This is an optimization exercise on Yosys and OpenROAD, whose aim is small area, a short achievable clock period and few clock cycles per item, not a production implementation. Function was checked by simulation only, so behaviour that the tests miss may differ from the original. No run shown here takes its clock network from TritonCTS; it comes from the design's own scripts or RTL. The clock port is modelled as an ideal driver, which makes a skipped or thinned clock tree look cheaper than it is; a real chip needs a root buffer or a tree. Power is estimated from default activity; no workload was simulated.

<file path="flow/config.mk">
export PLATFORM = sky130hd
export DESIGN_NAME = sha1_pad_top
export DESIGN_NICKNAME = sha1_pad_top
export VERILOG_FILES = /design/flow/design.v
export SDC_FILE = /design/flow/constraint.sdc
export NUM_CORES = 4
export LEC_CHECK = 0
export CAP_MARGIN = 20
export CORE_AREA = 5 5 170 170
export CTS_CLUSTER_DIAMETER = 100
export CTS_CLUSTER_SIZE = 30
export DIE_AREA = 0 0 175 175
export SLEW_MARGIN = 20
</file>
<file path="flow/constraint.sdc">
create_clock -name core_clock -period 5.0 [get_ports {sys_clk}]
set_input_delay 1.0000 -clock core_clock [delete_from_list [all_inputs] [get_ports {sys_clk}]]
set_output_delay 1.0000 -clock core_clock [all_outputs]
set_load 0.01 [all_outputs]
</file>
<file path="flow/design.v">
`timescale 1ns/10ps
module sha1_pad_top (
    input  logic           sys_clk,
    input  logic           sys_rst,
    input  logic           msg_cal_channel_ready,
    input  logic           msg_info_fifo_empty,
    input  logic [15:0]    msg_info,
    input  logic [5:0]     msg_channel_num,
    output logic           msg_info_rd_en,
    output logic           msg_data_rd_en,
    input  logic [127:0]   msg_data,
    output logic           msg_filled_data_valid,
    output logic           msg_filled_data_sop,
    output logic           msg_filled_data_eop,
    output logic [511:0]   msg_filled_data,
    output logic           msg_filled_info_valid,
    output logic [15:0]    msg_filled_info,
    output logic [13:0]    msg_filled_tag,
    output logic [11:0]    msg_filled_addr
);
    logic          info_pend;       
    logic          nxt_v;
    logic [15:0]   nxt_len;
    logic [5:0]    nxt_ch;
    logic          consume;
    always_ff @(posedge sys_clk) begin
        if (sys_rst) begin
            msg_info_rd_en <= 1'b0;
            info_pend <= 1'b0;
            nxt_v <= 1'b0;
        end else begin
            msg_info_rd_en <= !msg_info_fifo_empty && msg_cal_channel_ready && !msg_info_rd_en
                              && !info_pend && !nxt_v;
            info_pend <= msg_info_rd_en;
            if (info_pend) begin
                nxt_v <= 1'b1;
            end else if (consume) begin
                nxt_v <= 1'b0;
            end
        end
    end
    always_ff @(posedge sys_clk) begin
        if (info_pend) begin
            nxt_len <= msg_info;
            nxt_ch <= msg_channel_num;
        end
    end
    logic          act;             
    logic [11:0]   cnt;             
    logic          nz;              
    logic          padp;            
    logic          padrd;           
    logic          ext;             
    logic          fst;             
    logic [1:0]    pos;             
    logic          last_q;          
    logic          s_full;
    logic          s_pad;
    logic          s_p3;
    logic [11:0]   cnt_dec;
    logic          cnt_one;
    for (genvar i = 0; i < 12; i++) begin : g_dec
        if (i == 0) begin : g_lsb
            assign cnt_dec[i] = !cnt[i];
        end else begin : g_bit
            assign cnt_dec[i] = cnt[i] ^ !(|cnt[i-1:0]);
        end
    end
    assign cnt_one = (cnt == 12'd1);
    assign s_full = act && nz;
    assign s_pad = act && !nz && padp;
    assign s_p3 = act && (pos == 2'd3);
    assign consume = nxt_v && (!act || last_q);
    always_ff @(posedge sys_clk) begin
        if (sys_rst) begin
            act <= 1'b0;
            pos <= 2'd0;
            last_q <= 1'b0;
        end else begin
            last_q <= act && !last_q && (pos == 2'd2) && (!nz || cnt_one) && !ext;
            if (act) begin
                pos <= pos + 1'b1;
                if (!nz) begin
                    padp <= 1'b0;
                end
                fst <= 1'b0;
                if (s_p3 && !nz) begin
                    ext <= 1'b0;
                end
                if (last_q) begin
                    act <= 1'b0;
                end
            end
            if (consume) begin
                act <= 1'b1;
                padp <= 1'b1;
                padrd <= |nxt_len[3:0];
                ext <= (nxt_len[5:0] >= 6'd56);
                fst <= 1'b1;
            end
        end
    end
    always_ff @(posedge sys_clk) begin
        if (consume) begin
            cnt <= nxt_len[15:4];
            nz <= |nxt_len[15:4];
        end else begin
            cnt <= cnt_dec;
            nz <= nz && !cnt_one;
        end
    end
    logic          full_a, pad_a, last_a, p3_a, first_a;
    logic          full_b, pad_b, last_b, p3_b, first_b;
    always_ff @(posedge sys_clk) begin
        if (sys_rst) begin
            msg_data_rd_en <= 1'b0;
            last_a <= 1'b0;
            p3_a <= 1'b0;
            first_a <= 1'b0;
            last_b <= 1'b0;
            p3_b <= 1'b0;
            first_b <= 1'b0;
        end else begin
            msg_data_rd_en <= s_full || (s_pad && padrd);
            last_a <= act && last_q;
            p3_a <= s_p3;
            first_a <= act && fst;
            last_b <= last_a;
            p3_b <= p3_a;
            first_b <= first_a;
        end
    end
    always_ff @(posedge sys_clk) begin
        full_a <= s_full;
        pad_a <= s_pad;
        full_b <= full_a;
        pad_b <= pad_a;
    end
    logic [15:0]   out_len;
    always_ff @(posedge sys_clk) begin
        if (first_a) begin
            out_len <= nxt_len;
        end
    end
    logic [15:0]   keep;
    logic [15:0]   padb;
    logic [127:0]  in_word;
    logic [127:0]  s0, s1, s2, s3;
    always_comb begin
        for (int j = 0; j < 16; j++) begin
            keep[j] = full_b || (pad_b && (4'(j) < out_len[3:0]));
            padb[j] = pad_b && (4'(j) == out_len[3:0]);
            in_word[127-8*j -: 8] = (msg_data[127-8*j -: 8] & {8{keep[j]}}) | {padb[j], 7'b0};
        end
        if (last_b) begin
            in_word[18:3] = in_word[18:3] | out_len;
        end
    end
    always_ff @(posedge sys_clk) begin
        s0 <= s1;
        s1 <= s2;
        s2 <= s3;
        s3 <= in_word;
    end
    assign msg_filled_data = {s0, s1, s2, s3};
    logic          at_first;        
    logic [5:0]    blk_idx;
    logic [10:0]   blocks;
    logic [10:0]   blk_plus1;
    logic [10:0]   blk_plus2;
    logic [5:0]    idx_inc;
    logic [13:0]   tag_inc;
    for (genvar i = 0; i < 11; i++) begin : g_blk
        if (i == 0) begin : g_b0
            assign blk_plus1[i] = !nxt_len[6];
            assign blk_plus2[i] = nxt_len[6];
        end else if (i < 10) begin : g_bm
            assign blk_plus1[i] = nxt_len[6+i] ^ (&nxt_len[6+i-1:6]);
            if (i == 1) begin : g_b1
                assign blk_plus2[i] = !nxt_len[7];
            end else begin : g_bn
                assign blk_plus2[i] = nxt_len[6+i] ^ (&nxt_len[6+i-1:7]);
            end
        end else begin : g_btop
            assign blk_plus1[i] = &nxt_len[15:6];
            assign blk_plus2[i] = &nxt_len[15:7];
        end
    end
    for (genvar i = 0; i < 6; i++) begin : g_idx
        if (i == 0) begin : g_i0
            assign idx_inc[i] = !blk_idx[i];
        end else begin : g_in
            assign idx_inc[i] = blk_idx[i] ^ (&blk_idx[i-1:0]);
        end
    end
    for (genvar i = 0; i < 14; i++) begin : g_tag
        if (i == 0) begin : g_t0
            assign tag_inc[i] = !msg_filled_tag[i];
        end else begin : g_tn
            assign tag_inc[i] = msg_filled_tag[i] ^ (&msg_filled_tag[i-1:0]);
        end
    end
    assign blocks = (nxt_len[5:0] >= 6'd56) ? blk_plus2 : blk_plus1;
    always_ff @(posedge sys_clk) begin
        if (sys_rst) begin
            msg_filled_data_valid <= 1'b0;
            msg_filled_data_sop <= 1'b0;
            msg_filled_data_eop <= 1'b0;
            at_first <= 1'b0;
            blk_idx <= 6'd0;
            msg_filled_tag <= '1;   
        end else begin
            msg_filled_data_valid <= p3_b;
            msg_filled_data_sop <= p3_b && at_first;
            msg_filled_data_eop <= last_b;
            if (first_b) begin
                at_first <= 1'b1;
            end else if (p3_b) begin
                at_first <= 1'b0;
            end
            if (p3_b) begin
                blk_idx <= at_first ? 6'd0 : idx_inc;
                if (at_first) begin
                    msg_filled_tag <= tag_inc;
                end
            end
        end
    end
    logic [5:0]    out_ch;
    logic [10:0]   out_blocks;
    always_ff @(posedge sys_clk) begin
        if (first_b) begin
            out_ch <= nxt_ch;
            out_blocks <= blocks;
        end
    end
    assign msg_filled_info_valid = msg_filled_data_sop;
    assign msg_filled_info = {5'd0, out_blocks};
    assign msg_filled_addr = {out_ch, blk_idx};
endmodule
</file>
<file path="flow/flow/run.sh">
#!/bin/bash
# The standard layout (standard.sh: standard synthesis, floorplan, place,
# CTS, route), with these changes:
#  - every port gets a buf_1 port buffer (the timing repair sizes up the ones
#    that need it);
#  - I/O pins may sit one routing track apart, so the die can be small;
#  - CTS adds no balancing loads;
#  - after CTS, flow/post_cts_tree.tcl rebuilds the top of the clock tree as
#    four branch buffers driven by the clock port, each feeding a quarter of
#    the leaf buffers, then runs the timing repair CTS would have run;
#  - the timing repair aims at 1.92 ns (SETUP_SLACK_MARGIN 3.08 at the 5 ns
#    clock).
# All output goes to standard.log here; ORFS keeps each step's log under orfs/logs.
set -e
bash standard.sh BUFFER_PORTS_ARGS="-buffer_cell sky130_fd_sc_hd__buf_1" \
  PLACE_PINS_ARGS="-min_distance 1 -min_distance_in_tracks" \
  CTS_ARGS="-sink_clustering_enable -repair_clock_nets -sink_clustering_size 30 -sink_clustering_max_diameter 100 -dont_use_dummy_load" \
  SKIP_CTS_REPAIR_TIMING=1 POST_CTS_TCL=$PWD/flow/post_cts_inv.tcl \
  SETUP_SLACK_MARGIN=3.25 finish > standard.log 2>&1
</file>
<file path="flow/flow/post_cts_inv.tcl">
# After CTS: rebuild the clock tree with inverters. CTS gives port -> root
# buffer -> a few branch buffers -> leaf buffers -> flip-flops. Here the root
# and branch buffers are replaced by four large clock inverters, each at the
# centre of one quarter of the leaf buffers and driven by the clock port
# directly, and each leaf buffer by a clock inverter in its place. Every
# flip-flop gets the clock through two inverters (no net inversion). Then the
# timing repair that CTS would have run.
set block [ord::get_db_block]
set port_net [$block findNet sys_clk]

proc out_net {inst} {
  foreach it [$inst getITerms] {
    if {[$it isOutputSignal]} { return [$it getNet] }
  }
  return ""
}
proc loads {net} {
  set r {}
  foreach it [$net getITerms] {
    if {[$it isInputSignal]} { lappend r $it }
  }
  return $r
}
proc is_clkbuf {inst} {
  return [string match "sky130_fd_sc_hd__clkbuf_*" [[$inst getMaster] getName]]
}

# Walk down from the port: a clock buffer whose loads include flip-flops is
# a leaf buffer; the clock buffers above the leaves are the upper tree. Cells
# with no output (CTS's balancing loads) on the upper tree's nets go with it.
set upper {}
set leaves {}
set dummies {}
set ok 1
set frontier [list $port_net]
while {[llength $frontier] > 0} {
  set net [lindex $frontier 0]
  set frontier [lrange $frontier 1 end]
  foreach it [loads $net] {
    set inst [$it getInst]
    set onet [out_net $inst]
    if {$onet eq "" || $onet eq "NULL"} { lappend dummies $inst; continue }
    if {![is_clkbuf $inst]} { set ok 0; continue }
    set has_ff 0
    foreach l [loads $onet] {
      if {[[[$l getInst] getMaster] isSequential]} { set has_ff 1 }
    }
    if {$has_ff} {
      lappend leaves $inst
    } else {
      lappend upper $inst
      lappend frontier $onet
    }
  }
}
puts "post_cts_tree: [llength $upper] upper buffers, [llength $leaves] leaf buffers, [llength $dummies] loads without output on the upper tree"

set top_cell sky130_fd_sc_hd__clkinv_16
set leaf_cell sky130_fd_sc_hd__clkinv_8
if {[info exists ::env(CLK_TOP_CELL)]} { set top_cell $::env(CLK_TOP_CELL) }
if {[info exists ::env(CLK_LEAF_CELL)]} { set leaf_cell $::env(CLK_LEAF_CELL) }

if {$ok && [llength $leaves] >= 8 && [llength $upper] >= 1} {
  # Split the leaves in four: by x at the median, then each half by y.
  set pts {}
  foreach leaf $leaves {
    set bb [$leaf getBBox]
    lappend pts [list $leaf [expr {([$bb xMin] + [$bb xMax]) / 2}] [expr {([$bb yMin] + [$bb yMax]) / 2}]]
  }
  set pts [lsort -integer -index 1 $pts]
  set h [expr {[llength $pts] / 2}]
  set groups {}
  foreach half [list [lrange $pts 0 [expr {$h - 1}]] [lrange $pts $h end]] {
    set half [lsort -integer -index 2 $half]
    set q [expr {[llength $half] / 2}]
    lappend groups [lrange $half 0 [expr {$q - 1}]] [lrange $half $q end]
  }
  set db [ord::get_db]
  set top_master [$db findMaster $top_cell]
  set leaf_master [$db findMaster $leaf_cell]
  # Take out the old upper tree.
  foreach inst $dummies {
    foreach it [$inst getITerms] { if {[$it getNet] ne "NULL"} { $it disconnect } }
    odb::dbInst_destroy $inst
  }
  foreach inst $upper {
    set n [out_net $inst]
    foreach it [$inst getITerms] { if {[$it getNet] ne "NULL"} { $it disconnect } }
    odb::dbInst_destroy $inst
    if {$n ne "" && $n ne "NULL"} { odb::dbNet_destroy $n }
  }
  foreach it [loads $port_net] { $it disconnect }
  set k 0
  foreach g $groups {
    set sx 0; set sy 0
    foreach p $g { incr sx [lindex $p 1]; incr sy [lindex $p 2] }
    set cx [expr {$sx / [llength $g]}]
    set cy [expr {$sy / [llength $g]}]
    set top [odb::dbInst_create $block $top_master "clkinv_top_$k"]
    $top setLocation [expr {$cx - 4000}] $cy
    $top setPlacementStatus PLACED
    set net [odb::dbNet_create $block "clknet_top_$k"]
    $net setSigType CLOCK
    [$top findITerm A] connect $port_net
    [$top findITerm Y] connect $net
    # Each leaf buffer becomes an inverter in its place: two inversions
    # between the port and every flip-flop.
    set j 0
    foreach p $g {
      set leaf [lindex $p 0]
      set loc [$leaf getLocation]
      set lnet [out_net $leaf]
      foreach it [$leaf getITerms] { if {[$it getNet] ne "NULL"} { $it disconnect } }
      odb::dbInst_destroy $leaf
      set inv [odb::dbInst_create $block $leaf_master "clkinv_leaf_${k}_$j"]
      $inv setLocation [lindex $loc 0] [lindex $loc 1]
      $inv setPlacementStatus PLACED
      [$inv findITerm A] connect $net
      [$inv findITerm Y] connect $lnet
      incr j
    }
    puts "post_cts_tree: $top_cell clkinv_top_$k at ($cx, $cy) drives [llength $g] $leaf_cell leaves"
    incr k
  }
} else {
  puts "post_cts_tree: tree left as is"
}
detailed_placement
estimate_parasitics -placement
repair_timing_helper
detailed_placement
check_placement -verbose
</file>
<file path="flow/standard.sh">
#!/bin/bash
# synth_recipe.tcl (not shown) runs the flow's synth.tcl, then flattens the netlist and writes it again
# the make line also repeats each setting of config.mk as NAME=value (left out here)
make -C /OpenROAD-flow-scripts/flow DESIGN_CONFIG=/design/flow/config.mk WORK_HOME=/design/flow/orfs CLKGATE_MAP_FILE= SYNTH_SCRIPT=/design/flow/synth_recipe.tcl "${@:-finish}"
</file>
==> summary.md, run 1 <==
| Metric | Value |
|---|---|
| TNS Setup | 0 ns |
| Distinct cell type count after synthesis | 55 |
| Number of I/O pins | 714 |
| Final hold vios | 0 |
| Total Wirelength | 45300 um |
| Crit. End Element | register |
| Maximum number of pins on one net before global-route repair | 32 |
| Wire per inst | 21.3 um |
| Via density | 4.98 |
| Antenna-violating nets left | 0 |
| Final WS setup | 3.25 ns |
| Syn Inst Count | 1051 |
| Routability Congestion | 0.899 |
| HP Class | register to register |
| Slew Limit Fails | 0 |
| Share of layout cells above drive strength 1 | 0.317 |
| Crit path max fanout | 5 |
| Power Dens Cells | 361 nW/um^2 |
| Sequential share of the synthesized area | 0.834 |
| WHS | 0.331 ns |
| RSZ-0062 raised after global routing | yes |
| Status | finished clean |
| GR Util All Layers | 0.274 |
| Most used DFF post-synth | dfxtp_1 |
| Initial Util | 0.585 |
| Pre-CTS WS | 2.95 ns |
| Normalized max-slew margin | 0.422 |
| IO buf count | 708 |
| Dominant cell type by area after synthesis | dfxtp_1 |
| CP Data Arrival Time | 1.88 ns |
| VDD IR max | 0.239 mV |
| Register bit total from synthesis | 626 |
| Area fraction of the dominant cell type after synthesis | 0.722 |
| CP required | 5.13 ns |
| Number of remaining DRC errors | 0 |
| Min Clock Period, post-route | 1.75 ns |
| Syn_area_per_cell | 15.0 um^2 |
| Die Y | 175 um |
| Worst Tran Pin Value | 0.867 ns |
| Crit Path Class | input port to register |
| Core area | 26900 um^2 |
| # clock sinks | 626 |
| Grt ovf | 0 |
| NumNets Final | 1947 |
| DP Wirelength | 35900 um |
| FMAX | 570 MHz |
| Row cnt | 60 |
| Tcrit/Tclk final | 0.351 |
| Crit start category | input port |
| Max_cap viols | 0 |
| DR pass1 iterations | 5 |
| Final core utilization | 0.751 |
| Synth area leaders | dfxtp_1 (72%), edfxtp_1 (11%), and2_1 (2.4%) |
| Die ar. | 30600 um^2 |
| First-pass GRT wire length | 63400 um |
| P_leak | 8.79 nW |
| Clock latency (worst-skew pair) | 0.21 ns |
| Warnings from Yosys | 1 |
| Top-count cell post-synth | dfxtp_1 |
| Vias | 10600 |
| Final Setup Violations | 0 |
| Mapped Area | 15700 um^2 |
| Worst-path clk slew | 0.11 ns |
| Commonest cells in the synthesized netlist | dfxtp_1 (567), and2_1 (61), edfxtp_1 (59) |
| Post-synth EDFFs | 59 |
| Die W | 175 um |
| Initial antenna violation count | 21 |
| Vias in the first global route | 10200 |
| Synth async-reset ratio | 0 |
| Area added between synthesis and finish | 28.2% |
| DRT iter0 DRCs | 512 |
| Post-Route Skew | 0.0193 ns |
metal layers:
metal	wire length, um	track usage	share of wire
met1	15100	0.280	0.33
met4	3850	0.216	0.085
met2	21900	0.455	0.48
met5	106	0	0.0023
met3	4330	0.100	0.095
worst max-delay path, cell delays in order:
cell and delay (ns):
buf_2 0.12, buf_8 0.13, or4b_1 0.51, nor3_1 0.12
sequential cells by signal (all words and copies together) (netlist names), 11 cells and up:
register / cells
cnt: 12
msg_filled_tag: 14
nxt_len: 16
out_blocks: 11
out_len: 16
s0: 128
s1: 128
s2: 128
s3: 128
layout make-up:
type / count / area [um^2]
Antenna cell: 13 / 32.5
Fill cell: 1873 / 6710
Inverter: 46 / 541
Multi-Input combinational cell: 378 / 2470
Sequential cell: 626 / 13300
Tap cell: 341 / 427
Timing Repair Buffer: 725 / 3400
worst paths after layout:
check,startpoint,slack [ns],endpoint,depth (start not counted)
hold / removal,pad_a,0.33,pad_b,0
setup / recovery,sys_rst,3.25,msg_info_rd_en,4
hold reg to reg,pad_a,0.33,pad_b,0
setup reg to reg,out_len[3],3.33,s3[111],5
power by group:
part | switching [mW] | internal (mW) | total, mW | leakage, nW
Sequential | 0.0736 | 5.16 | 5.23 | 5.17
Combinational | 0.144 | 0.137 | 0.281 | 3.43
Clock | 1.51 | 0.254 | 1.77 | 0.190
layout by cell type (no fill, tap or decap), types with 33 or more instances in the layout:
cell,netlist,routed
and2_1,61,60
buf_1,1,335
nor2b_1,50,49
buf_4,7,48
dfxtp_1,567,441
clkbuf_2,2,197
dfxtp_2,0,119
nand2_1,33,33
nor2_1,51,51
edfxtp_1,59,59
buf_2,10,138
through the flow:
stage	std cells	instance area [um^2]	power, mW
after global routing	2128	20200	7.57
after global placement	2075	18700	5.59
after floorplan	1055	15800	5.47
final	2129	20200	7.28
after detailed placement	2075	18700	5.60
logic make-up (layout without fill, tap and decap cells):
family	count (synthesis)	in the layout	synth area share
mux	4	4	0.00262
fa+ha+maj	16	16	0.0127
simple gates	255	255	0.0895
buf+inv	51	771	0.0148
xor+xnor	21	21	0.0117
other cells	1	18	0.000238
flops	626	626	0.834
compound gates	77	77	0.0342
Testbench counts, summed over its fixed seeds: cycles 19,299, messages 800.
==> run 2: changes to the inputs <==
--- a/flow/flow/run.sh
+++ b/flow/flow/run.sh
@@ -16,4 +16,4 @@
   PLACE_PINS_ARGS="-min_distance 1 -min_distance_in_tracks" \
   CTS_ARGS="-sink_clustering_enable -repair_clock_nets -sink_clustering_size 30 -sink_clustering_max_diameter 100 -dont_use_dummy_load" \
   SKIP_CTS_REPAIR_TIMING=1 POST_CTS_TCL=$PWD/flow/post_cts_inv.tcl \
-  SETUP_SLACK_MARGIN=3.25 finish > standard.log 2>&1
+  SETUP_SLACK_MARGIN=3.3 finish > standard.log 2>&1
==> run 2 against run 1 <==
Against the previous run:
- via count grew 7.4%
- critical endpoint is now msg_filled_data[384]
- die area stayed put
- maximum frequency shrank 2.5%
- global-route usage up 1.0 points
- hold slack hardly changed
- sequential share of layout area down 6.5 points
- critical path type is now register to primary output
- clock skew rose by 0.016 ns
- core utilization rose by 11 points
- combinational power rose by 18%
- synthesized area unchanged
- still clean
- clock power up 4%
- synthesized cell count unchanged
==> summary.md, run 2 <==
| Metric | Value |
|---|---|
| Status | finished clean |
| IO buf count | 708 |
| Sequential power share | 0.707 |
| Die W | 175 um |
| Tcrit/Tclk final | 0.360 |
| Synth area leaders | dfxtp_1 (72%), edfxtp_1 (11%), and2_1 (2.4%) |
| Sequential share of the synthesized area | 0.834 |
| CP Data Arrival Time | 0.80 ns |
| Routability Congestion | 0.929 |
| # clock sinks | 626 |
| Number of I/O pins | 714 |
| Post-synth EDFFs | 59 |
| DRT iter0 DRCs | 845 |
| Mapped Area | 15700 um^2 |
| Maximum number of pins on one net before global-route repair | 32 |
| Clock power frac | 0.248 |
| Crit. End Element | primary output |
| Crit path max-delay family | flip-flops |
| Final Setup Violations | 0 |
| Sw Share | 0.246 |
| Flop2flop setup slack | 3.33 ns |
| Vias | 11400 |
| Max incr delay on CP | 0.42 ns |
| Wire per inst | 25.7 um |
| Grt ovf | 0 |
| RR Startpoint | out_len[1] |
| RSZ-0062 raised after global routing | yes |
| Via density | 5.23 |
| Area added between synthesis and finish | 46.6% |
| Row cnt | 60 |
| TNS Setup | 0 ns |
| Clock latency (worst-skew pair) | 0.23 ns |
| Worst R2R End | s3[57] |
| Number of remaining DRC errors | 0 |
| Min Clock Period, post-route | 1.80 ns |
| Normalized max-slew margin | 0.417 |
| Max_cap viols | 0 |
| Die Y | 175 um |
| Internal cell power | 5.59 mW |
| Share of layout cells above drive strength 1 | 0.596 |
| Tot Pwr | 7.42 mW |
| CP cell instances | clkbuf_2 |
| Worst Path Buf+Inv | 1 |
| Syn_area_per_cell | 15.0 um^2 |
| CP max-delay cell | dfxtp_1 |
| NumNets Final | 1993 |
| Register bit total from synthesis | 626 |
| Levels on crit path | 1 |
| Final hold vios | 0 |
| Area fraction of the dominant cell type after synthesis | 0.722 |
| Commonest non-fill, non-tap cell in the layout | dfxtp_2 |
| Most used DFF post-synth | dfxtp_1 |
| HP Class | register to register |
| Switch Pwr | 1.83 mW |
| Comb pwr share | 0.045 |
| Total Wirelength | 56000 um |
| Syn Inst Count | 1051 |
| DR pass1 iterations | 5 |
| Initial antenna violation count | 20 |
| Vias in the first global route | 10400 |
| Top-count cell post-synth | dfxtp_1 |
| Synth async-reset ratio | 0 |
| First-pass GRT wire length | 65800 um |
| Worst-path clk slew | 0.12 ns |
| Antenna-violating nets left | 0 |
| Worst Tran Pin Value | 0.874 ns |
| Worst R2R Path Depth | 5 |
| Slew Limit Fails | 0 |
| DP Wirelength | 35900 um |
| Crit Path Class | register to primary output |
| Dominant cell type by area after synthesis | dfxtp_1 |
| Commonest cells in the synthesized netlist | dfxtp_1 (567), and2_1 (61), edfxtp_1 (59) |
| Initial Util | 0.585 |
| Warnings from Yosys | 1 |
| GR Util All Layers | 0.285 |
| VDD IR max | 0.247 mV |
| Die ar. | 30600 um^2 |
| FMAX | 556 MHz |
| CP required | 4.00 ns |
| P_leak | 10.2 nW |
| Distinct cell type count after synthesis | 55 |
| Power Dens Cells | 322 nW/um^2 |
| Post-Route Skew | 0.0354 ns |
| Crit path max fanout | 1 |
| End of the critical path | msg_filled_data[384] |
| Crit start category | register |
| Core area | 26900 um^2 |
| Commonest non-fill, non-tap cells in the layout | dfxtp_2 (415), buf_6 (317), buf_1 (165) |
| Worst setup path start | s0[0] |
==> run 2: cell count changes in the layout (fill, tap and decap cells not counted), moves of 7 or more <==
cell | previous run | this run
clkbuf_2 | 197 | 98
buf_1 | 335 | 165
buf_4 | 48 | 74
dfxtp_1 | 441 | 138
buf_6 | 5 | 317
dfxtp_4 | 7 | 14
dfxtp_2 | 119 | 415
buf_2 | 138 | 113
==> run 2: logic make-up (layout without fill, tap and decap cells) <==
family | count (synthesis) | in the layout | share of synthesized area
other cells | 1 | 19 | 0.000238
mux | 4 | 4 | 0.00262
xor+xnor | 21 | 21 | 0.0117
fa+ha+maj | 16 | 16 | 0.0127
compound gates | 77 | 77 | 0.0342
simple gates | 255 | 255 | 0.0895
flops | 626 | 626 | 0.834
buf+inv | 51 | 817 | 0.0148
==> run 2: stage by stage <==
stage	setup slack, ns	hold WS [ns]	std cells	utilization	instance area, um^2
after floorplan	3.18	0.310	1055	-	15800
after global placement	2.97	0.317	2075	0.695	18700
after detailed placement	2.93	0.312	2075	0.695	18700
after global routing	3.19	0.334	2173	0.858	23100
final	3.20	0.331	2176	0.858	23100
==> run 2: power groups by stage <==
stage	logic [mW]	clock network (mW)	registers [mW]
floorplan	0.118	0	5.36
global placement	0.244	0	5.34
detailed placement	0.249	0	5.35
global route	0.356	2.06	5.26
finish	0.332	1.84	5.25
==> run 2: worst min path at each step <==
stage | start | to | slack [ns] | depth (start not counted)
2_1_floorplan | full_a | full_b | 0.31 | 0
3_3_place_gp | pad_a | pad_b | 0.32 | 0
3_5_place_dp | full_a | full_b | 0.31 | 0
5_1_grt | s3[123] | s2[123] | 0.33 | 0
6_report | s3[123] | s2[123] | 0.33 | 0
==> run 2: layout make-up <==
| type | count | area (um^2) |
|---|---|---|
| fillers | 1232 | 3810 |
| flip-flops and latches | 626 | 13700 |
| repair buffers | 771 | 5890 |
| multi-input cells | 378 | 2470 |
| inverters | 46 | 544 |
| well taps | 341 | 427 |
| diodes | 14 | 35.0 |
==> run 2: per-layer routing <==
| layer | share of wire | track usage |
|---|---|---|
| met5 | 0.0014 | 0 |
| met4 | 0.086 | 0.208 |
| met3 | 0.099 | 0.116 |
| met2 | 0.50 | 0.481 |
| met1 | 0.31 | 0.283 |
==> run 2: worst register-to-register path: stages (launching register included) <==
cell and delay (ns):
edfxtp_1 0.40, buf_4 0.19, buf_4 0.14, nor3_2 0.31, a31oi_2 0.29, and2_1 0.26
==> run 3: changes to the inputs <==
--- a/flow/flow/run.sh
+++ b/flow/flow/run.sh
@@ -16,4 +16,4 @@
   PLACE_PINS_ARGS="-min_distance 1 -min_distance_in_tracks" \
   CTS_ARGS="-sink_clustering_enable -repair_clock_nets -sink_clustering_size 30 -sink_clustering_max_diameter 100 -dont_use_dummy_load" \
   SKIP_CTS_REPAIR_TIMING=1 POST_CTS_TCL=$PWD/flow/post_cts_inv.tcl \
-  SETUP_SLACK_MARGIN=3.3 finish > standard.log 2>&1
+  SETUP_SLACK_MARGIN=3.2 finish > standard.log 2>&1
==> run 3 against run 2 <==
Against the previous run:
- still clean on timing, DRC and antenna
- first-iteration DRC count down 43%
- core utilization down 13 points
- clock skew down 0.017 ns
- flip-flop and latch count unchanged
- combinational power down 23%
- power down 2.3%
- critical path type unchanged
- critical endpoint is now msg_filled_data[87]
- largest cell class unchanged
- largest power group unchanged
==> summary.md, run 3 <==
| Metric | Value |
|---|---|
| Max Used Layer | met5 |
| Die W | 175 um |
| Crit path max-delay family | flip-flops |
| Antenna-violating nets left | 0 |
| Commonest non-fill, non-tap cell in the layout | buf_1 |
| Worst hold start | pad_a |
| Flop2flop setup slack | 3.30 ns |
| Core area | 26900 um^2 |
| Area of the multi-input gates | 2450 um^2 |
| GR Util All Layers | 0.272 |
| Total Wirelength | 44500 um |
| Normalized max-slew margin | 0.426 |
| Share of layout cells above drive strength 1 | 0.102 |
| Seq. cell area | 13200 um^2 |
| P_leak | 7.63 nW |
| Wire length on met2 | 21400 um |
| CP required | 4.00 ns |
| Final Setup Violations | 0 |
| Max incr delay on CP | 0.34 ns |
| RSZ-0062 raised after global routing | no |
| Mapped Area | 15700 um^2 |
| CP Data Arrival Time | 0.78 ns |
| Top-count cell post-synth | dfxtp_1 |
| Area added between synthesis and finish | 23.7% |
| TNS Setup | 0 ns |
| Min Clock Period, post-route | 1.78 ns |
| DP Wirelength | 35900 um |
| Clock power frac | 0.243 |
| Worst R2R End | cnt[9] |
| Most used DFF post-synth | dfxtp_1 |
| Status | finished clean |
| Levels on crit path | 1 |
| Warnings from Yosys | 1 |
| Vias in the first global route | 10100 |
| Filler cells | 1992 |
| WHS Endpoint | pad_b |
| Synth area leaders | dfxtp_1 (72%), edfxtp_1 (11%), and2_1 (2.4%) |
| Sequential share of the synthesized area | 0.834 |
| Crit path max fanout | 2 |
| Met3 wire len | 4340 um |
| CP cell instances | buf_1 |
| Crit. End Element | primary output |
| Hold path depth | 0 |
| Clock latency (worst-skew pair) | 0.21 ns |
| Tcrit/Tclk final | 0.356 |
| Worst Tran Pin Value | 0.859 ns |
| Post-synth EDFFs | 59 |
| IO buf count | 708 |
| Sequential power share | 0.722 |
| Maximum number of pins on one net before global-route repair | 32 |
| Power Dens Cells | 372 nW/um^2 |
| Area fraction of the dominant cell type after synthesis | 0.722 |
| Crit Path Class | register to primary output |
| Worst R2R Path Depth | 7 |
| Register bit total from synthesis | 626 |
| FMAX | 561 MHz |
| Sw Share | 0.237 |
| Die ar. | 30600 um^2 |
| Initial antenna violation count | 22 |
| Routability Congestion | 0.899 |
| DRT iter0 DRCs | 481 |
| Syn_area_per_cell | 15.0 um^2 |
| Via density | 4.96 |
| First-pass GRT wire length | 62900 um |
| Commonest cells in the synthesized netlist | dfxtp_1 (567), and2_1 (61), edfxtp_1 (59) |
| Dominant cell type by area after synthesis | dfxtp_1 |
| NumNets Final | 1939 |
| Post-Route Skew | 0.0181 ns |
| Switch Pwr | 1.72 mW |
| Worst Path Buf+Inv | 1 |
| Crit start category | register |
| Vias | 10500 |
| Worst-path clk slew | 0.10 ns |
| Grt ovf | 0 |
| Number of remaining DRC errors | 0 |
| Internal cell power | 5.53 mW |
| DR pass1 iterations | 5 |
| Comb pwr share | 0.035 |
| Distinct cell type count after synthesis | 55 |
| Synth async-reset ratio | 0 |
| Wire per inst | 21.0 um |
| Die Y | 175 um |
| Slew Limit Fails | 0 |
| VDD IR max | 0.244 mV |
| Syn Inst Count | 1051 |
| Max_cap viols | 0 |
| Number of I/O pins | 714 |
| CP max-delay cell | dfxtp_1 |
| Commonest non-fill, non-tap cells in the layout | buf_1 (611), dfxtp_1 (535), clkbuf_2 (76) |
| WHS | 0.332 ns |
| Initial Util | 0.585 |
| # clock sinks | 626 |
| RR Startpoint | cnt[0] |
| DRT met1 WL | 14900 um |
| Final hold vios | 0 |
| HP Class | register to register |
| Row cnt | 60 |
run 3: changes by cell type in the layout (fill, tap and decap cells not counted), moves of 13 or more:
| cell | change |
|---|---|
| buf_1 | +446 |
| buf_2 | -92 |
| buf_4 | -66 |
| buf_6 | -316 |
| clkbuf_2 | -22 |
| dfxtp_1 | +397 |
| dfxtp_2 | -384 |
| dfxtp_4 | -13 |
run 3: cell type report:
type | instances | share of cell area
multi-input cells | 378 | 0.126
flip-flops and latches | 626 | 0.676
inverters | 46 | 0.0278
diodes | 13 | 0.00167
well taps | 341 | 0.0219
repair buffers | 717 | 0.146
run 3: per-stage QoR:
step	instances	utilization	power (mW)	setup slack (ns)	cell area, um^2
after floorplan	1055	-	5.47	3.18	15800
after detailed placement	2075	0.695	5.60	2.95	18700
after global placement	2075	0.695	5.59	2.96	18700
after global routing	2120	0.724	7.54	3.19	19500
final	2121	0.724	7.25	3.22	19500
run 3: metal layers:
metal	global-route usage	up-vias
met5	0	-
met4	0.201	20
met3	0.106	224
met2	0.452	594
met1	0.279	4835
li1	-	4837
run 3: worst max path at each step:
stage / slack (ns) / endpoint / from
floorplan: 3.18 / msg_info_rd_en / sys_rst
finish: 3.22 / msg_filled_data[87] / s3[87]
detailed placement: 2.95 / msg_info_rd_en / sys_rst
global route: 3.19 / msg_filled_data[23] / s3[23]
global placement: 2.96 / msg_info_rd_en / sys_rst
run 3: cells by family after synthesis:
family | after synthesis | synth area share
other cells | 1 | 0.000238
flops | 626 | 0.834
mux | 4 | 0.00262
compound gates | 77 | 0.0342
simple gates | 255 | 0.0895
buf+inv | 51 | 0.0148
xor+xnor | 21 | 0.0117
fa+ha+maj | 16 | 0.0127
run 3: power by group through the flow:
| stage | sequential, mW | combinational (mW) | clock, mW |
|---|---|---|---|
| 6_report | 5.23 | 0.257 | 1.76 |
| 5_1_grt | 5.25 | 0.286 | 2.01 |
| 3_5_place_dp | 5.35 | 0.250 | 0 |
| 3_3_place_gp | 5.34 | 0.245 | 0 |
| 2_1_floorplan | 5.36 | 0.118 | 0 |
==> run 4: changes to the inputs <==
--- a/flow/config.mk
+++ b/flow/config.mk
@@ -6,8 +6,8 @@
 export NUM_CORES = 4
 export LEC_CHECK = 0
 export CAP_MARGIN = 20
-export CORE_AREA = 5 5 170 170
+export CORE_AREA = 5 5 160 160
 export CTS_CLUSTER_DIAMETER = 100
 export CTS_CLUSTER_SIZE = 30
-export DIE_AREA = 0 0 175 175
+export DIE_AREA = 0 0 165 165
 export SLEW_MARGIN = 20
==> run 4 against run 3 <==
Against the previous run:
- largest power group unchanged
- still clean on timing, DRC and antenna
- combinational power is 4% higher
- final cell count is 1.4% lower
- global-route usage up 3.9 points
- power increased by 0.55%
==> summary.md, run 4 <==
| Metric | Value |
|---|---|
| Crit path max fanout | 2 |
| Min Clock Period, post-route | 1.79 ns |
| Share of layout cells above drive strength 1 | 0.0958 |
| Area added between synthesis and finish | 23.3% |
| Most used DFF post-synth | dfxtp_1 |
| First-pass GRT wire length | 62900 um |
| Vias in the first global route | 10400 |
| Commonest non-fill, non-tap cell in the layout | buf_1 |
| Vias | 10700 |
| Seq. cell area | 13200 um^2 |
| Power Dens Cells | 376 nW/um^2 |
| Dominant cell type by area after synthesis | dfxtp_1 |
| Flop2flop setup slack | 3.29 ns |
| CP Data Arrival Time | 0.79 ns |
| WHS Endpoint | pad_b |
| Post-Layout Cell Count | 2092 |
| Met3 wire len | 4690 um |
| Status | finished clean |
| Number of remaining DRC errors | 0 |
| Crit Path Class | register to primary output |
| CP max-delay cell | dfxtp_1 |
| Slew Limit Fails | 0 |
| Warnings from Yosys | 1 |
| DR pass1 iterations | 7 |
| Top-count cell post-synth | dfxtp_1 |
| Commonest non-fill, non-tap cells in the layout | buf_1 (613), dfxtp_1 (544), clkbuf_2 (78) |
| Maximum number of pins on one net before global-route repair | 32 |
| Worst-path clk slew | 0.11 ns |
| Tcrit/Tclk final | 0.359 |
| Wire length on met2 | 22800 um |
| Initial Util | 0.668 |
| Row cnt | 56 |
| Clock latency (worst-skew pair) | 0.22 ns |
| Synth area leaders | dfxtp_1 (72%), edfxtp_1 (11%), and2_1 (2.4%) |
| Area fraction of the dominant cell type after synthesis | 0.722 |
| DRT met1 WL | 14400 um |
| Initial antenna violation count | 12 |
| Worst setup path start | s1[55] |
| Crit start category | register |
| # clock sinks | 626 |
| Die ar. | 27200 um^2 |
| Wire per inst | 21.8 um |
| CP required | 4.00 ns |
| Final hold vios | 0 |
| Post-Route Skew | 0.0260 ns |
| Normalized max-slew margin | 0.302 |
| Die W | 165 um |
| VDD IR max | 0.256 mV |
| GR Util All Layers | 0.311 |
| IO buf count | 708 |
| HP Class | register to register |
| Register bit total from synthesis | 626 |
| CP cell instances | buf_2 |
| Mapped Area | 15700 um^2 |
| RSZ-0062 raised after global routing | yes |
| Area of the multi-input gates | 2440 um^2 |
| Syn_area_per_cell | 15.0 um^2 |
| Antenna-violating nets left | 0 |
| Post-synth EDFFs | 59 |
| NumNets Final | 1936 |
| Die Y | 165 um |
| Max incr delay on CP | 0.41 ns |
| DRT iter0 DRCs | 808 |
| Number of I/O pins | 714 |
| Tot Pwr | 7.29 mW |
| Core area | 23500 um^2 |
| Syn Inst Count | 1051 |
| Sequential share of the synthesized area | 0.834 |
| Via density | 5.10 |
| P_leak | 7.59 nW |
| Max Used Layer | met5 |
| Max_cap viols | 0 |
| Commonest cells in the synthesized netlist | dfxtp_1 (567), and2_1 (61), edfxtp_1 (59) |
| Routability Congestion | 0.940 |
| Fin area | 19400 um^2 |
| RR Startpoint | msg_filled_tag[0] |
| DP Wirelength | 36000 um |
| FMAX | 557 MHz |
| Placement Cell Area | 18700 um^2 |
| Worst R2R Path Depth | 5 |
| Total Wirelength | 45600 um |
| Worst Tran Pin Value | 1.05 ns |
| Grt ovf | 0 |
| Worst hold start | pad_a |
| Worst Path Buf+Inv | 1 |
| Worst R2R End | msg_filled_tag[13] |
| Crit path max-delay family | flip-flops |
| Synth async-reset ratio | 0 |
| Crit. End Element | primary output |
| Placed insts | 2053 |
| Final Setup Violations | 0 |
| Filler cells | 1390 |
| Hold path depth | 0 |
| Distinct cell type count after synthesis | 55 |
| TNS Setup | 0 ns |
run 4: cell counts after synthesis:
Identical to the previous run, type by type.
run 4: final cells by class:
cell class	instances	area share
Multi-Input combinational cell	378	0.126
Antenna cell	9	0.00116
Timing Repair Buffer	714	0.146
Inverter	46	0.0279
Sequential cell	626	0.678
Tap cell	319	0.0206
run 4: power breakdown:
part	total, mW	leakage [nW]	switching, mW	internal [mW]
sequential	5.24	5.12	0.0754	5.16
clock	1.78	0.190	1.53	0.254
combinational	0.268	2.28	0.147	0.121
total	7.29	7.59	1.75	5.54
run 4: cell families after synthesis:
group | after synthesis | synth area share
compound gates | 77 | 0.0342
buf+inv | 51 | 0.0148
fa+ha+maj | 16 | 0.0127
mux | 4 | 0.00262
xor+xnor | 21 | 0.0117
other cells | 1 | 0.000238
flops | 626 | 0.834
simple gates | 255 | 0.0895
run 4: worst max path at each step:
stage,cells past startpoint,endpoint,slack (ns)
2_1_floorplan,3,msg_info_rd_en,3.18
3_3_place_gp,4,msg_info_rd_en,2.98
3_5_place_dp,4,msg_info_rd_en,2.94
5_1_grt,5,msg_filled_tag[13],3.12
6_report,1,msg_filled_data[311],3.21
run 4: metrics by stage:
stage / setup slack, ns / hold WS [ns] / util
after floorplan: 3.18 / 0.310 / -
after global routing: 3.12 / 0.341 / 0.824
after global placement: 2.98 / 0.312 / 0.792
after detailed placement: 2.94 / 0.312 / 0.792
final: 3.21 / 0.328 / 0.824
run 4: layer usage:
metal / GRT usage / vias up
met5: 0 / -
met4: 0.224 / 10
met3: 0.114 / 239
met2: 0.526 / 668
met1: 0.315 / 4914
li1: - / 4839
==> run 5: changes to the inputs <==
--- a/flow/config.mk
+++ b/flow/config.mk
@@ -6,8 +6,8 @@
 export NUM_CORES = 4
 export LEC_CHECK = 0
 export CAP_MARGIN = 20
-export CORE_AREA = 5 5 160 160
+export CORE_AREA = 5 5 165 165
 export CTS_CLUSTER_DIAMETER = 100
 export CTS_CLUSTER_SIZE = 30
-export DIE_AREA = 0 0 165 165
+export DIE_AREA = 0 0 170 170
 export SLEW_MARGIN = 20
==> run 5 against run 4 <==
Against the previous run:
- synthesized cell count unchanged
- via count decreased by 0.66%
- maximum frequency is 0.80% higher
- setup slack gained 0.014 ns
==> summary.md, run 5 <==
| Metric | Value |
|---|---|
| First-pass GRT wire length | 65000 um |
| TNS Setup | 0 ns |
| Maximum number of pins on one net before global-route repair | 32 |
| Syn Inst Count | 1051 |
| CP Data Arrival Time | 0.78 ns |
| Share of layout cells above drive strength 1 | 0.101 |
| Synth async-reset ratio | 0 |
| Number of I/O pins | 714 |
| Pre-CTS WS | 2.94 ns |
| Synth area leaders | dfxtp_1 (72%), edfxtp_1 (11%), and2_1 (2.4%) |
| Commonest non-fill, non-tap cell in the layout | buf_1 |
| GR Util met2 | 0.506 |
| Crit path max fanout | 2 |
| Core area | 25200 um^2 |
| Post-Route Skew | 0.0257 ns |
| Commonest cells in the synthesized netlist | dfxtp_1 (567), and2_1 (61), edfxtp_1 (59) |
| Post-Layout Cell Count | 2107 |
| Max_cap viols | 0 |
| Die Y | 170 um |
| Normalized max-slew margin | 0.449 |
| Number of remaining DRC errors | 0 |
| Total Wirelength | 45700 um |
| Worst-path clk slew | 0.10 ns |
| Status | finished clean |
| P_leak | 7.64 nW |
| IO buf count | 708 |
| Area added between synthesis and finish | 23.7% |
| Commonest non-fill, non-tap cells in the layout | buf_1 (606), dfxtp_1 (546), clkbuf_2 (82) |
| Post-synth EDFFs | 59 |
| Final Setup Violations | 0 |
| GR Util All Layers | 0.300 |
| Area fraction of the dominant cell type after synthesis | 0.722 |
| Power Dens Cells | 374 nW/um^2 |
| Initial antenna violation count | 14 |
| CP cell instances | clkbuf_2 |
| Die W | 170 um |
| Grt ovf | 0 |
| Warnings from Yosys | 1 |
| Distinct cell type count after synthesis | 55 |
| Worst Tran Pin Value | 0.825 ns |
| Row cnt | 58 |
| Tcrit/Tclk final | 0.356 |
| Crit. End Element | primary output |
| Via density | 5.03 |
| Die ar. | 28900 um^2 |
| Max incr delay on CP | 0.39 ns |
| Top-count cell post-synth | dfxtp_1 |
| HP Class | register to register |
| Fin area | 19500 um^2 |
| Placement Cell Area | 18700 um^2 |
| Wire per inst | 21.7 um |
| Final WS setup | 3.22 ns |
| CP max-delay cell | dfxtp_1 |
| Filler cells | 1700 |
| Crit start category | register |
| Crit Path Class | register to primary output |
| Worst Path Buf+Inv | 1 |
| DR pass1 iterations | 5 |
| DP Wirelength | 35600 um |
| Met3 usage | 0.135 |
| Final hold vios | 0 |
| VDD IR max | 0.285 mV |
| Antenna-violating nets left | 0 |
| Syn_area_per_cell | 15.0 um^2 |
| Flop2flop setup slack | 3.30 ns |
| Routability Congestion | 0.931 |
| FMAX | 562 MHz |
| Dominant cell type by area after synthesis | dfxtp_1 |
| Most used DFF post-synth | dfxtp_1 |
| Vias | 10600 |
| Register bit total from synthesis | 626 |
| NumNets Final | 1941 |
| CP required | 4.00 ns |
| Tot Pwr | 7.28 mW |
| Met1 global-route usage | 0.303 |
| Initial Util | 0.625 |
| Sequential share of the synthesized area | 0.834 |
| Vias in the first global route | 10400 |
| # clock sinks | 626 |
| Clock latency (worst-skew pair) | 0.22 ns |
| RSZ-0062 raised after global routing | yes |
| Top Usage Layer GRT | met2 |
| Mapped Area | 15700 um^2 |
| Slew Limit Fails | 0 |
| Min Clock Period, post-route | 1.78 ns |
| Crit path max-delay family | flip-flops |
| DRT iter0 DRCs | 733 |
| Placed insts | 2064 |
run 5: cell count changes in the layout (fill, tap and decap cells not counted), moves of 2 or more:
cell      previous run  this run
nor2b_2              2         0
buf_2               15        18
dfxtp_1            544       546
dfxtp_2             23        21
clkbuf_2            78        82
buf_4                7        10
buf_6                0         2
nor2b_1             48        50
buf_1              613       606
run 5: cell type report:
| cell class | instances | area, um^2 | share of cell area |
|---|---|---|---|
| Sequential cell | 626 | 13100 | 0.676 |
| Timing Repair Buffer | 719 | 2880 | 0.148 |
| Antenna cell | 8 | 20.0 | 0.00103 |
| Tap cell | 330 | 413 | 0.0212 |
| Multi-Input combinational cell | 378 | 2450 | 0.126 |
| Inverter | 46 | 544 | 0.0280 |
run 5: metrics by stage:
| stage | utilization | hold slack (ns) |
|---|---|---|
| floorplan | - | 0.310 |
| global placement | 0.741 | 0.313 |
| detailed placement | 0.741 | 0.326 |
| global route | 0.772 | 0.338 |
| finish | 0.773 | 0.331 |
run 5: worst paths after layout:
kind               from             endpoint  cells past startpoint
min reg2reg      s3[53]               s2[53]                      0
max              s3[81]  msg_filled_data[81]                      1
max reg2reg  out_len[3]              s3[111]                      4
min              s3[53]               s2[53]                      0
run 5: per-layer routing:
metal	vias to the layer above	part of all wire	wire [um]
met5	-	0.0021	94
met4	18	0.070	3180
met3	200	0.10	4720
met2	605	0.50	22600
met1	4934	0.33	15000
li1	4843	-	-
run 5: kinds of logic (layout without fill, tap and decap cells):
| group | count (synthesis) | after routing | synth area share |
|---|---|---|---|
| muxes | 4 | 4 | 0.00262 |
| and+or+nand+nor | 255 | 255 | 0.0895 |
| xor gates and xnor gates | 21 | 21 | 0.0117 |
| DFF | 626 | 626 | 0.834 |
| AOI/OAI and AO/OA | 77 | 77 | 0.0342 |
| buffers and inverters | 51 | 765 | 0.0148 |
| adders and majority gates | 16 | 16 | 0.0127 |
| other | 1 | 13 | 0.000238 |
run 5: report_power, final:
group / total [mW] / switching [mW] / internal [mW]
registers: 5.24 / 0.0753 / 5.16
clock network: 1.78 / 1.53 / 0.253
logic: 0.264 / 0.144 / 0.120
==> run 6: changes to the inputs <==
--- a/flow/flow/run.sh
+++ b/flow/flow/run.sh
@@ -14,6 +14,6 @@
 set -e
 bash standard.sh BUFFER_PORTS_ARGS="-buffer_cell sky130_fd_sc_hd__buf_1" \
   PLACE_PINS_ARGS="-min_distance 1 -min_distance_in_tracks" \
-  CTS_ARGS="-sink_clustering_enable -repair_clock_nets -sink_clustering_size 30 -sink_clustering_max_diameter 100 -dont_use_dummy_load" \
+  CTS_ARGS="-sink_clustering_enable -repair_clock_nets -sink_clustering_size 20 -sink_clustering_max_diameter 100 -dont_use_dummy_load" \
   SKIP_CTS_REPAIR_TIMING=1 POST_CTS_TCL=$PWD/flow/post_cts_inv.tcl \
   SETUP_SLACK_MARGIN=3.2 finish > standard.log 2>&1
--- a/flow/config.mk
+++ b/flow/config.mk
@@ -6,8 +6,8 @@
 export NUM_CORES = 4
 export LEC_CHECK = 0
 export CAP_MARGIN = 20
-export CORE_AREA = 5 5 165 165
+export CORE_AREA = 5 5 170 170
 export CTS_CLUSTER_DIAMETER = 100
 export CTS_CLUSTER_SIZE = 30
-export DIE_AREA = 0 0 170 170
+export DIE_AREA = 0 0 175 175
 export SLEW_MARGIN = 20
==> run 6 against run 5 <==
Against the previous run:
- hold slack about the same
- sequential power about the same
- critical path depth did not move
- die area rose by 6.0%
- via count fell by 0.10%
- cell area rose by 1.4%
- global-route usage fell by 2.3 points
==> summary.md, run 6 <==
| Metric | Value |
|---|---|
| VDD IR max | 0.275 mV |
| DP Wirelength | 35900 um |
| Die Y | 175 um |
| Max incr delay on CP | 0.31 ns |
| Most used DFF post-synth | dfxtp_1 |
| Die W | 175 um |
| Vias | 10600 |
| Commonest non-fill, non-tap cell in the layout | buf_1 |
| Synth async-reset ratio | 0 |
| Syn Inst Count | 1051 |
| Number of I/O pins | 714 |
| Tcrit/Tclk final | 0.355 |
| Slew Limit Fails | 0 |
| Worst-path clk slew | 0.08 ns |
| RSZ-0062 raised after global routing | yes |
| Final hold vios | 0 |
| FMAX | 563 MHz |
| Warnings from Yosys | 1 |
| Crit start category | register |
| Synth area leaders | dfxtp_1 (72%), edfxtp_1 (11%), and2_1 (2.4%) |
| # clock sinks | 626 |
| Flop2flop setup slack | 3.30 ns |
| Die ar. | 30600 um^2 |
| Initial antenna violation count | 16 |
| Worst hold start | pad_a |
| Worst Tran Pin Value | 0.848 ns |
| GR Util All Layers | 0.277 |
| CP required | 4.00 ns |
| Register bit total from synthesis | 626 |
| Distinct cell type count after synthesis | 55 |
| Vias in the first global route | 10300 |
| Number of remaining DRC errors | 0 |
| Initial Util | 0.585 |
| Mapped Area | 15700 um^2 |
| Row cnt | 60 |
| Filler cells | 1960 |
| Share of layout cells above drive strength 1 | 0.132 |
| Area added between synthesis and finish | 25.5% |
| Post-synth EDFFs | 59 |
| DR pass1 iterations | 5 |
| TNS Setup | 0 ns |
| Min Clock Period, post-route | 1.78 ns |
| Crit Path Class | register to primary output |
| Area fraction of the dominant cell type after synthesis | 0.722 |
| NumNets Final | 1954 |
| Sequential share of the synthesized area | 0.834 |
| Pre-CTS WS | 2.95 ns |
| Crit path max fanout | 1 |
| DRT iter0 DRCs | 491 |
| Status | finished clean |
| Commonest non-fill, non-tap cells in the layout | buf_1 (569), dfxtp_1 (540), clkbuf_2 (96) |
| Total Wirelength | 45100 um |
| P_leak | 7.88 nW |
| Crit. End Element | primary output |
| CP Data Arrival Time | 0.78 ns |
| Commonest cells in the synthesized netlist | dfxtp_1 (567), and2_1 (61), edfxtp_1 (59) |
| CP max-delay cell | dfxtp_1 |
| Top-count cell post-synth | dfxtp_1 |
| Via density | 4.96 |
| Power Dens Cells | 380 nW/um^2 |
| Dominant cell type by area after synthesis | dfxtp_1 |
| Routability Congestion | 0.899 |
| Crit path max-delay family | flip-flops |
| HP Class | register to register |
| Worst setup path start | s0[55] |
| Syn_area_per_cell | 15.0 um^2 |
| Maximum number of pins on one net before global-route repair | 32 |
| Final Setup Violations | 0 |
| Clock latency (worst-skew pair) | 0.23 ns |
| Worst Path Buf+Inv | 1 |
| Max_cap viols | 0 |
| Antenna-violating nets left | 0 |
| First-pass GRT wire length | 64100 um |
| RR Startpoint | out_len[3] |
| Worst R2R End | s3[111] |
| Core area | 26900 um^2 |
| Normalized max-slew margin | 0.434 |
| Final WS setup | 3.22 ns |
| IO buf count | 708 |
| Grt ovf | 0 |
| CP cell instances | buf_1 |
| Worst R2R Path Depth | 4 |
| Post-Route Skew | 0.0357 ns |
| Hold path depth | 0 |
| Wire per inst | 21.1 um |
| WHS Endpoint | pad_b |
==> run 6: cell count changes in the layout (fill, tap and decap cells not counted), sizes merged <==
| cell | change |
|---|---|
| clkinv | +11 |
| clkbuf | +13 |
| diode | +3 |
| buf | -11 |
==> run 6: area by class of cell <==
type	count	area (um^2)	area share
antenna	11	27.5	0.00139
inverter	57	723	0.0366
multi-input combinational	378	2460	0.124
sequential	626	13200	0.667
tap	341	427	0.0216
timing repair buffer	721	2950	0.149
==> run 6: per-stage QoR <==
| stage | total power, mW | cells | util | area [um^2] | hold slack (ns) |
|---|---|---|---|---|---|
| after global placement | 5.59 | 2075 | 0.695 | 18700 | 0.314 |
| final | 7.50 | 2134 | 0.734 | 19700 | 0.330 |
| after floorplan | 5.47 | 1055 | - | 15800 | 0.310 |
| after global routing | 7.81 | 2134 | 0.734 | 19700 | 0.330 |
| after detailed placement | 5.60 | 2075 | 0.695 | 18700 | 0.312 |
==> run 6: power by group <==
group | internal, mW | total (mW) | switching [mW]
Sequential | 5.16 | 5.23 | 0.0741
Combinational | 0.122 | 0.262 | 0.141
Clock | 0.319 | 2.01 | 1.69
Total | 5.60 | 7.50 | 1.90
==> run 6: cells by family (layout without fill, tap and decap cells) <==
| logic type | count (synthesis) | after routing | synth area share |
|---|---|---|---|
| compound gates | 77 | 77 | 0.0342 |
| xor+xnor | 21 | 21 | 0.0117 |
| fa+ha+maj | 16 | 16 | 0.0127 |
| buf+inv | 51 | 778 | 0.0148 |
| flops | 626 | 626 | 0.834 |
| mux | 4 | 4 | 0.00262 |
| other cells | 1 | 16 | 0.000238 |
| simple gates | 255 | 255 | 0.0895 |
==> run 6: worst max-delay path by stage <==
stage	slack (ns)	cells after the start	to
6_report	3.22	1	msg_filled_data[439]
5_1_grt	3.19	1	msg_filled_data[36]
3_5_place_dp	2.95	4	msg_info_rd_en
3_3_place_gp	2.96	4	msg_info_rd_en
2_1_floorplan	3.18	3	msg_info_rd_en
==> run 6: routing by layer <==
| metal | vias up | part of all wire | global-route usage |
|---|---|---|---|
| met4 | 10 | 0.081 | 0.212 |
| met2 | 608 | 0.49 | 0.463 |
| met3 | 213 | 0.092 | 0.0913 |
| met1 | 4872 | 0.34 | 0.287 |
| met5 | - | 0.0016 | 0 |
| li1 | 4886 | - | - |
==> run 7: changes to the inputs <==
--- a/flow/flow/run.sh
+++ b/flow/flow/run.sh
@@ -12,6 +12,7 @@
 #    clock).
 # All output goes to standard.log here; ORFS keeps each step's log under orfs/logs.
 set -e
+export CLK_LEAF_CELL=sky130_fd_sc_hd__clkinv_4
 bash standard.sh BUFFER_PORTS_ARGS="-buffer_cell sky130_fd_sc_hd__buf_1" \
   PLACE_PINS_ARGS="-min_distance 1 -min_distance_in_tracks" \
   CTS_ARGS="-sink_clustering_enable -repair_clock_nets -sink_clustering_size 20 -sink_clustering_max_diameter 100 -dont_use_dummy_load" \
==> run 7 against run 6 <==
Against the previous run:
- synthesized area did not move
- setup slack got worse by 0.0027 ns
- critical path depth did not move
- core utilization fell by 1.0 points
- global-route usage did not move
- critical endpoint is now msg_filled_data[118]
==> summary.md, run 7 <==
| Metric | Value |
|---|---|
| Synth async-reset ratio | 0 |
| Mux cell area share after synthesis | 0.00262 |
| Syn_area_per_cell | 15.0 um^2 |
| Grt ovf | 0 |
| Sequential power share | 0.729 |
| Vias | 10600 |
| Core area | 26900 um^2 |
| Post-synth EDFFs | 59 |
| Die ar. | 30600 um^2 |
| Routability Congestion | 0.899 |
| Via density | 4.97 |
| Sequential share of the synthesized area | 0.834 |
| Clock power frac | 0.235 |
| # clock sinks | 626 |
| Total Wirelength | 45000 um |
| Status | finished clean |
| Wire per inst | 21.1 um |
| NumNets Final | 1950 |
| Filler cells | 1968 |
| Vias in the first global route | 10300 |
| VDD IR max | 0.267 mV |
| DRT iter0 DRCs | 459 |
| Top-count cell post-synth | dfxtp_1 |
| Tcrit/Tclk final | 0.356 |
| Area added between synthesis and finish | 23.7% |
| Crit. End Element | primary output |
| Max incr delay on CP | 0.37 ns |
| Final hold vios | 0 |
| Internal cell power | 5.50 mW |
| Synth Area in Compound Gates | 0.0342 |
| Power Dens Cells | 369 nW/um^2 |
| WHS | 0.340 ns |
| GR Util met2 | 0.463 |
| Initial Util | 0.585 |
| Clock latency (worst-skew pair) | 0.20 ns |
| Crit start category | register |
| Commonest non-fill, non-tap cell in the layout | buf_1 |
| Worst-path clk slew | 0.12 ns |
| CP max-delay cell | dfxtp_1 |
| CP required | 4.00 ns |
| Worst Path Buf+Inv | 1 |
| Largest family of logic cells by synthesized area | simple AND/OR/NAND/NOR gates |
| Die Y | 175 um |
| Post-Route Skew | 0.0539 ns |
| Crit path max-delay family | flip-flops |
| Maximum number of pins on one net before global-route repair | 32 |
| Commonest non-fill, non-tap cells in the layout | buf_1 (582), dfxtp_1 (533), clkbuf_2 (101) |
| Comb pwr share | 0.036 |
| Switch Pwr | 1.68 mW |
| Syn Inst Count | 1051 |
| DR pass1 iterations | 5 |
| Crit path max fanout | 2 |
| Warnings from Yosys | 1 |
| RSZ-0062 raised after global routing | no |
| Number of remaining DRC errors | 0 |
| Commonest cells in the synthesized netlist | dfxtp_1 (567), and2_1 (61), edfxtp_1 (59) |
| First-pass GRT wire length | 64100 um |
| Most used DFF post-synth | dfxtp_1 |
| Antenna-violating nets left | 0 |
| Synth Area in XOR/XNOR | 0.0117 |
| TNS Setup | 0 ns |
| Initial antenna violation count | 16 |
| Max_cap viols | 0 |
| Normalized max-slew margin | 0.426 |
| Distinct cell type count after synthesis | 55 |
| Simple-gate portion of the synthesized area | 0.0895 |
| CP cell instances | buf_1 |
| DP Wirelength | 35900 um |
| Slew Limit Fails | 0 |
| Adder-cell share of the synthesized area | 0.0127 |
| Share of layout cells above drive strength 1 | 0.126 |
| Area fraction of the dominant cell type after synthesis | 0.722 |
| P_leak | 7.73 nW |
| Die W | 175 um |
| CP Data Arrival Time | 0.78 ns |
| Top Usage Layer GRT | met2 |
| GR Util All Layers | 0.277 |
| FMAX | 562 MHz |
| HP Class | register to register |
| Dominant cell type by area after synthesis | dfxtp_1 |
| Row cnt | 60 |
| Met1 global-route usage | 0.287 |
| Worst Tran Pin Value | 0.859 ns |
| Number of I/O pins | 714 |
| Register bit total from synthesis | 626 |
| Synth area leaders | dfxtp_1 (72%), edfxtp_1 (11%), and2_1 (2.4%) |
| Met3 usage | 0.0917 |
| IO buf count | 708 |
| Crit Path Class | register to primary output |
| Mapped Area | 15700 um^2 |
| Final Setup Violations | 0 |
| Sw Share | 0.234 |
| Min Clock Period, post-route | 1.78 ns |
run 7: cell types whose count changed in the layout (fill, tap and decap cells not counted), sizes merged:
cell,previous run,this run
buf,625,616
clkbuf,96,101
clkinvlp,1,0
inv,19,20
run 7: final timing paths:
| path | from | endpoint | slack, ns | cells past startpoint |
|---|---|---|---|---|
| hold reg to reg | pad_a | pad_b | 0.34 | 0 |
| setup / recovery | s3[118] | msg_filled_data[118] | 3.22 | 1 |
| setup reg to reg | out_len[3] | s3[111] | 3.28 | 4 |
| hold / removal | pad_a | pad_b | 0.34 | 0 |
run 7: cells by family (layout without fill, tap and decap cells):
logic type               Yosys count  count (layout)
AO/OA/AOI/OAI                     77              77
XOR/XNOR                          21              21
adder cells (fa/ha/maj)           16              16
buffers and inverters             51             774
flip-flops                       626             626
multiplexers                       4               4
other                              1              16
AND/OR/NAND/NOR                  255             255
run 7: cell type report:
type	count	area, um^2	share of cell area
inverter	57	479	0.0246
tap	341	427	0.0219
timing repair buffer	717	2900	0.149
sequential	626	13200	0.677
multi-input combinational	378	2460	0.126
antenna	11	27.5	0.00141
run 7: power groups by stage:
stage / logic [mW] / registers (mW) / clock network [mW]
global placement: 0.245 / 5.34 / 0
floorplan: 0.118 / 5.36 / 0
finish: 0.258 / 5.24 / 1.69
global route: 0.289 / 5.25 / 1.94
detailed placement: 0.250 / 5.35 / 0
run 7: per-layer routing:
layer	up-vias	wire [um]	part of all wire
met5	-	66	0.0015
met4	10	3470	0.077
met3	204	4190	0.093
met2	629	22100	0.49
met1	4883	15200	0.34
li1	4869	-	-
run 7: through the flow:
| stage | instance area (um^2) | total power [mW] | setup slack, ns | instances | util |
|---|---|---|---|---|---|
| 6_report | 19500 | 7.18 | 3.22 | 2130 | 0.724 |
| 3_5_place_dp | 18700 | 5.60 | 2.95 | 2075 | 0.695 |
| 2_1_floorplan | 15800 | 5.47 | 3.18 | 1055 | - |
| 5_1_grt | 19500 | 7.49 | 3.19 | 2130 | 0.724 |
| 3_3_place_gp | 18700 | 5.59 | 2.96 | 2075 | 0.695 |

-- static timing again, ports no longer ideal --
The results above use ideal ports. As a check the final layouts listed here were re-extracted and re-timed, cells and wires unchanged. Step 1 sets driving cells, clkbuf_16 on the clock port and buf_2 on the other inputs (assumed; they add their load-dependent delay and slew). Step 2 moves the port delays by t, midway between the first and last clock arrival at a register: inputs arrive t later, outputs are due t later. That takes back most of the time a late clock gives input paths. a / b / c = ideal ports / drivers / drivers and shift; a / b = the first two.
| run | t (ns) | slack for setup (ns) | clock arrival spread, ns | pins driven straight from the clock port |
|---|---|---|---|---|
| run 1 | 0.438 | 3.245 / 3.018 / 3.007 | 0.027 / 0.032 | 4 |
| run 2 | 0.455 | 3.201 / 2.959 / 2.988 | 0.042 / 0.043 | 4 |
| run 3 | 0.440 | 3.219 / 2.984 / 2.994 | 0.026 / 0.030 | 4 |
| run 4 | 0.442 | 3.206 / 2.971 / 2.966 | 0.034 / 0.037 | 4 |
| run 5 | 0.442 | 3.220 / 2.985 / 2.988 | 0.033 / 0.038 | 4 |
| run 6 | 0.442 | 3.224 / 2.989 / 3.005 | 0.040 / 0.042 | 4 |
| run 7 | 0.410 | 3.221 / 2.989 / 3.022 | 0.060 / 0.061 | 4 |
After both steps setup and hold are still met in every run listed. For run 4, which loses most, drivers alone change the setup slack by -0.235 ns; drivers and shift together by -0.240 ns.
